What follows belongs to an exercise in optimizing a design on an open flow for small area; a production flow would make more cautious choices.
In this exercise RTL edits were held to simulation tests only and were not proved equivalent to the original.
No driver is modelled on the clock port, so clock power and skew are understated where the tree is cut down; a real chip needs a root buffer or a tree.
Power figures rest on the tool's default switching activity, not on a simulated workload.

==> flow/design.v (excerpt) <==
module walk_sound_top (
    input  logic                                      clk,
    input  logic                                      rst_n,
    input  logic                                      reg_wr,
    input  logic [1:0]                                reg_addr,
    input  logic [15:0]                               reg_wdata,
    output logic [15:0]                               reg_rdata,
    output logic                                      sample_valid,
    output logic signed [walk_snd_pkg::sample_w-1:0] sample_out
);
    logic               walk_en;
    logic [3:0]         vol_shift;
    logic [7:0]         tick_div;
    logic               audio_en;
    logic [2:0]         sample_cnt;
    logic signed [14:0] walk_next;   
    logic [3:0]         shift_q;     
    walk_cfg_regs u_regs (
        .clk(clk), .rst_n(rst_n), .reg_wr(reg_wr), .reg_addr(reg_addr),
        .reg_wdata(reg_wdata), .reg_rdata(reg_rdata), .walk_en(walk_en),
        .vol_shift(vol_shift), .tick_div(tick_div)
    );
    sample_tick_gen u_tick (
  ...
Size in the first run: roughly 1,400 cells after synthesis, ~120 flip-flops, ~54 I/O pins, roughly 14,000 µm² of cells after synthesis.
Settings: LEC_CHECK=0, CAP_MARGIN=20, CORE_MARGIN=2, CORE_UTILIZATION=40, CTS_BUF_LIST=sky130_fd_sc_hd__clkbuf_8, CTS_CLUSTER_DIAMETER=80, CTS_CLUSTER_SIZE=30, SLEW_MARGIN=20, SYNTH_HIERARCHICAL=1, SYNTH_MINIMUM_KEEP_SIZE=0; clock period 14.0 ns.
run.sh (not shown) runs the stock make flow with config.mk's settings and CLKGATE_MAP_FILE= SYNTH_SCRIPT=/design/flow/synth_recipe.tcl, a recipe that flattens the netlist after the stock synthesis.
The baseline completed without violations.
Change:
==> flow/flow/run.sh (new file) <==
#!/bin/bash
# The standard layout (the standard.sh, with its synthesis unchanged), with two
# changes: the port buffers are the smallest buffer cell, and the clock tree is built
# with clkbuf_8 cells in large sink clusters and without dummy loads.
set -euo pipefail
export BUFFER_PORTS_ARGS="-buffer_cell sky130_fd_sc_hd__buf_1"
export CTS_ARGS="-sink_clustering_enable -repair_clock_nets -dont_use_dummy_load -buf_list sky130_fd_sc_hd__clkbuf_8 -sink_clustering_size 100 -sink_clustering_max_diameter 500"
bash standard.sh > standard.log 2>&1
==> flow/standard.sh (new file) <==
#!/bin/bash
# synth_recipe.tcl (not shown) runs the flow's synth.tcl, then flattens the netlist and writes it again
# the make line also repeats each setting of config.mk as NAME=value (left out here)
make -C /OpenROAD-flow-scripts/flow DESIGN_CONFIG=/design/flow/config.mk WORK_HOME=/design/flow/orfs CLKGATE_MAP_FILE= SYNTH_SCRIPT=/design/flow/synth_recipe.tcl "${@:-finish}"
CTS_BUF_LIST = unset   (was sky130_fd_sc_hd__clkbuf_8)
CTS_CLUSTER_DIAMETER = unset   (was 80)
CTS_CLUSTER_SIZE = unset   (was 30)
removed: flow/run.sh
Effect:
- worst setup slack degrades by 0.11 ns
- global-route usage falls by 0.17 points
- routed wire length falls slightly
- via count stays flat
- core utilization falls by 1.1 points
Change:
--- a/flow/flow/run.sh
+++ b/flow/flow/run.sh
@@ -5,4 +5,4 @@
 set -euo pipefail
 export BUFFER_PORTS_ARGS="-buffer_cell sky130_fd_sc_hd__buf_1"
-export CTS_ARGS="-sink_clustering_enable -repair_clock_nets -dont_use_dummy_load -buf_list sky130_fd_sc_hd__clkbuf_8 -sink_clustering_size 100 -sink_clustering_max_diameter 500"
+export CTS_ARGS="-sink_clustering_enable -repair_clock_nets -dont_use_dummy_load -buf_list sky130_fd_sc_hd__clkbuf_4 -root_buf sky130_fd_sc_hd__clkbuf_8 -sink_clustering_size 100 -sink_clustering_max_diameter 500"
 bash standard.sh > standard.log 2>&1
Outcome: Sequential share of layout area rises by 0.11 points; global-route usage hardly moves; power came out lower slightly; final cell count stays the same; cell area drops slightly; die area is unchanged; routed wire length went down slightly; non-clock buffer count is unchanged.
Change:
==> flow/flow/run.sh (replaced) <==
#!/bin/bash
# The standard layout (the standard.sh, with its synthesis unchanged), with two
# changes: the port buffers are the smallest buffer cell, and the clock tree is built
# with clkbuf_8 cells in large sink clusters and without dummy loads.
set -euo pipefail
export BUFFER_PORTS_ARGS="-buffer_cell sky130_fd_sc_hd__buf_1"
export CTS_ARGS="-sink_clustering_enable -repair_clock_nets -dont_use_dummy_load -buf_list sky130_fd_sc_hd__clkbuf_8 -sink_clustering_size 100 -sink_clustering_max_diameter 500"
bash standard.sh > standard.log 2>&1
CORE_UTILIZATION = 60   (was 40)
GPL_TIMING_DRIVEN = 0   (was unset)
After rerunning:
- The changed run completed with no timing, DRC or antenna violations
- first-iteration DRC count is lower by a quarter to a third
- design area is higher slightly
- total power is higher by a few percent
- via count is higher slightly
- count of clock-buffer cells in the layout does not change
- synthesized area is unchanged
- wire length is higher by a few percent
- final cell count is lower by a few percent
Change:
==> flow/run.sh (new file) <==
#!/bin/bash
# synth_recipe.tcl (not shown) runs the flow's synth.tcl, then flattens the netlist and writes it again
# the make line also repeats each setting of config.mk as NAME=value (left out here)
make -C /OpenROAD-flow-scripts/flow DESIGN_CONFIG=/design/flow/config.mk WORK_HOME=/design/flow/orfs CLKGATE_MAP_FILE= SYNTH_SCRIPT=/design/flow/synth_recipe.tcl finish
CORE_UTILIZATION = 40   (was 60)
CTS_BUF_LIST = sky130_fd_sc_hd__clkbuf_16   (was unset)
CTS_CLUSTER_DIAMETER = 500   (was unset)
CTS_CLUSTER_SIZE = 100   (was unset)
GPL_TIMING_DRIVEN = unset   (was 0)
removed: flow/flow/run.sh
removed: flow/standard.sh
- The new run produced a clean layout
- die area rose by 49%
- wire length fell by 4.4%
- clock skew fell by 0.043 ns
- global-route usage fell by 9.3 points
- power rose by 7.8%
- area after synthesis does not change
- hold slack gets worse by 0.016 ns

========
job 3430:
Another version of the RTL of walk_sound_top (not shown whole).
Size in the first run: about 120 flip-flops.
==> flow/config.mk <==
export PLATFORM = sky130hd
export DESIGN_NAME = walk_sound_top
export DESIGN_NICKNAME = walk_sound_top
export VERILOG_FILES = /design/flow/design.v
export SDC_FILE = /design/flow/constraint.sdc
export NUM_CORES = 4
export LEC_CHECK = 0
export CAP_MARGIN = 20
export CORE_MARGIN = 2
export CORE_UTILIZATION = 40
export SLEW_MARGIN = 20
export SYNTH_HIERARCHICAL = 1
export SYNTH_MINIMUM_KEEP_SIZE = 0
==> flow/constraint.sdc <==
create_clock -name core_clock -period 14.0 [get_ports {clk}]
set_input_delay 2.8000 -clock core_clock [delete_from_list [all_inputs] [get_ports {clk}]]
set_output_delay 2.8000 -clock core_clock [all_outputs]
set_load 0.01 [all_outputs]
standard.sh (not shown) runs the stock make flow with config.mk's settings and CLKGATE_MAP_FILE= SYNTH_SCRIPT=/design/flow/synth_recipe.tcl, a recipe that flattens the netlist after the stock synthesis.
==> flow/flow/run.sh <==
#!/bin/bash
# The standard layout (the standard.sh, with its synthesis unchanged), with two
# changes: the port buffers are the smallest buffer cell, and the clock tree is a
# small balanced one built by flow/cts_tree.tcl (one root and 2^levels leaf buffers).
set -euo pipefail
export BUFFER_PORTS_ARGS="-buffer_cell sky130_fd_sc_hd__buf_1"
export PRE_CTS_TCL="$PWD/flow/cts_tree.tcl"
export MY_CTS_BUF=sky130_fd_sc_hd__clkbuf_16
export MY_CTS_ROOT=sky130_fd_sc_hd__clkbuf_8
export MY_CTS_LEVELS=2
bash standard.sh > standard.log 2>&1
==> flow/flow/cts_tree.tcl <==
# A small clock tree in place of TritonCTS: the clock port drives one root
# buffer, which drives one leaf buffer per group of registers; the groups are
# formed by splitting the registers by position (median cuts). Sourced by
# ORFS's cts.tcl as PRE_CTS_TCL; clock_tree_synthesis is then skipped.
set block [ord::get_db_block]
set buf_master [[ord::get_db] findMaster $::env(MY_CTS_BUF)]
set root_master [[ord::get_db] findMaster $::env(MY_CTS_ROOT)]
set clk_net [$block findNet clk]
set sinks {}
foreach it [$clk_net getITerms] {
  if { [$it isInputSignal] || [[$it getMTerm] getSigType] == "CLOCK" || [$it isInput] } {
    lappend sinks $it
  }
}
puts "my_cts: [llength $sinks] sinks"

proc it_xy { it } {
  set inst [$it getInst]
  set b [$inst getBBox]
  return [list [expr ([$b xMin] + [$b xMax]) / 2] [expr ([$b yMin] + [$b yMax]) / 2]]
}

# recursive median split into 2^levels groups
proc split_groups { items levels } {
  if { $levels == 0 || [llength $items] < 2 } { return [list $items] }
  set xs {}; set ys {}
  foreach it $items { lassign [it_xy $it] x y; lappend xs $x; lappend ys $y }
  set dx [expr [tcl::mathfunc::max {*}$xs] - [tcl::mathfunc::min {*}$xs]]
  set dy [expr [tcl::mathfunc::max {*}$ys] - [tcl::mathfunc::min {*}$ys]]
  set idx [expr { $dx >= $dy ? 0 : 1 }]
  set sorted [lsort -command [list cmp_xy $idx] $items]
  set h [expr [llength $sorted] / 2]
  return [concat [split_groups [lrange $sorted 0 [expr $h - 1]] [expr $levels - 1]] \
                 [split_groups [lrange $sorted $h end] [expr $levels - 1]]]
}
proc cmp_xy { idx a b } {
  set va [lindex [it_xy $a] $idx]; set vb [lindex [it_xy $b] $idx]
  if { $va < $vb } { return -1 } elseif { $va > $vb } { return 1 } else { return 0 }
}

set groups [split_groups $sinks $::env(MY_CTS_LEVELS)]
set root [odb::dbInst_create $block $root_master "myclk_root"]
set root_out [odb::dbNet_create $block "myclk_root_net"]
$root_out setSigType CLOCK
# root input on the clock port net, output to the leaves
foreach mt [$root_master getMTerms] {
  set it [$root findITerm [$mt getName]]
  if { [$mt getSigType] == "POWER" || [$mt getSigType] == "GROUND" } { continue }
  if { [$mt getIoType] == "INPUT" } { $it connect $clk_net } elseif { [$mt getIoType] == "OUTPUT" } { $it connect $root_out }
}
set n 0
set lx 0; set ly 0
foreach g $groups {
  set sx 0; set sy 0
  foreach it $g { lassign [it_xy $it] x y; set sx [expr $sx + $x]; set sy [expr $sy + $y] }
  set cx [expr $sx / [llength $g]]; set cy [expr $sy / [llength $g]]
  set leaf [odb::dbInst_create $block $buf_master "myclk_leaf_$n"]
  set net [odb::dbNet_create $block "myclk_leaf_net_$n"]
  $net setSigType CLOCK
  foreach mt [$buf_master getMTerms] {
    set it [$leaf findITerm [$mt getName]]
    if { [$mt getIoType] == "INPUT" && [$mt getSigType] != "POWER" && [$mt getSigType] != "GROUND" } { $it connect $root_out }
    if { [$mt getIoType] == "OUTPUT" } { $it connect $net }
  }
  foreach it $g { $it disconnect; $it connect $net }
  $leaf setLocation [expr int($cx)] [expr int($cy)]
  $leaf setPlacementStatus PLACED
  set lx [expr $lx + $cx]; set ly [expr $ly + $cy]
  puts "my_cts: leaf $n drives [llength $g] sinks at $cx $cy"
  incr n
}
$root setLocation [expr int($lx / $n)] [expr int($ly / $n)]
$root setPlacementStatus PLACED
$clk_net setSigType CLOCK

# clock_tree_synthesis would rebuild the tree: skip it
rename clock_tree_synthesis orig_clock_tree_synthesis
proc clock_tree_synthesis { args } {
  puts "my_cts: clock_tree_synthesis skipped"
  set_propagated_clock [all_clocks]
}
Job 3430 closes out successfully: all stages finished, all timing, DRC and antenna checks passed.
#### Input delta (job 211 over job 3430)
Settings: SLEW_MARGIN now 0, was 20; CAP_MARGIN now 0, was 20.
diff --git a/flow/flow/run.sh b/flow/flow/run.sh
--- a/flow/flow/run.sh
+++ b/flow/flow/run.sh
@@ -6,6 +6,6 @@
 export BUFFER_PORTS_ARGS="-buffer_cell sky130_fd_sc_hd__buf_1"
 export PRE_CTS_TCL="$PWD/flow/cts_tree.tcl"
-export MY_CTS_BUF=sky130_fd_sc_hd__clkbuf_16
+export MY_CTS_BUF=sky130_fd_sc_hd__clkbuf_8
 export MY_CTS_ROOT=sky130_fd_sc_hd__clkbuf_8
-export MY_CTS_LEVELS=2
+export MY_CTS_LEVELS=3
 bash standard.sh > standard.log 2>&1
### Flow results
Diff job 3430 -> job 211: wire length per cell after detailed routing shows no meaningful change; share of cells above drive strength 1 shows an increase of 0.20 points; final clock period utilization by the worst path shows no meaningful change; post-route minimum period shows a reduction of 12 ps. Of the two values seen for standard cell with the maximum stage delay on the critical path, fa_1 was produced by job 211 and fa_2 by job 3430. Delta (job 211 minus job 3430): final instance area level, count of vias placed by the detailed router fell by about 0.4%.
Relative to job 211, the following input files were edited for job 2602:
Settings: CORE_UTILIZATION now 50, was 40; CAP_MARGIN now 20, was 0; SLEW_MARGIN now 20, was 0.
Findings:
Final clock period utilization by the worst path, job 211 and job 2602, higher one = job 211.
The run with more routed wire is job 211, not job 2602.
Of job 2602 and job 211, it is job 2602 that has the higher pin slew with the least headroom to its limit.
Taking job 211 as the reference, in job 2602 share of total power in combinational logic held, tapcell count went down 77.
In every run of this note, the design's own scripts or RTL, not TritonCTS, make the clock network.

[static timing again, ports no longer ideal]
No port has a modelled driver above. Below, the same layouts with a new extraction and two added sets of constraints. Step 1 assumes that a clkbuf_16 drives the clock port and a buf_2 every other input. Step 2 adds t to the input delays and takes it off the output delays; t is the mean of the earliest and latest rising clock arrival at the registers after step 1. Input paths then give back, and output paths get back, about the clock's delay inside the block. Slacks: ideal ports / drivers / drivers and shift; pairs: ideal ports / drivers.
run | t (ns) | setup slack, ns | worst setup path at the end
the first run of note 1 | 0.494 | 0.468 / 0.468 / 0.468 | register to register
the second run of note 1 | 0.480 | 0.359 / 0.359 / 0.359 | register to register
the third run of note 1 | 0.460 | 0.396 / 0.396 / 0.396 | register to register
the fourth run of note 1 | 0.473 | 0.360 / 0.360 / 0.360 | register to register
the fifth run of note 1 | 0.472 | 0.480 / 0.480 / 0.480 | register to register
job 3430 | 0.418 | 0.389 / 0.389 / 0.389 | register to register
job 211 | 0.449 | 0.401 / 0.401 / 0.401 | register to register
job 2602 | 0.463 | 0.464 / 0.464 / 0.464 | register to register
After both steps every run listed still meets setup and hold.
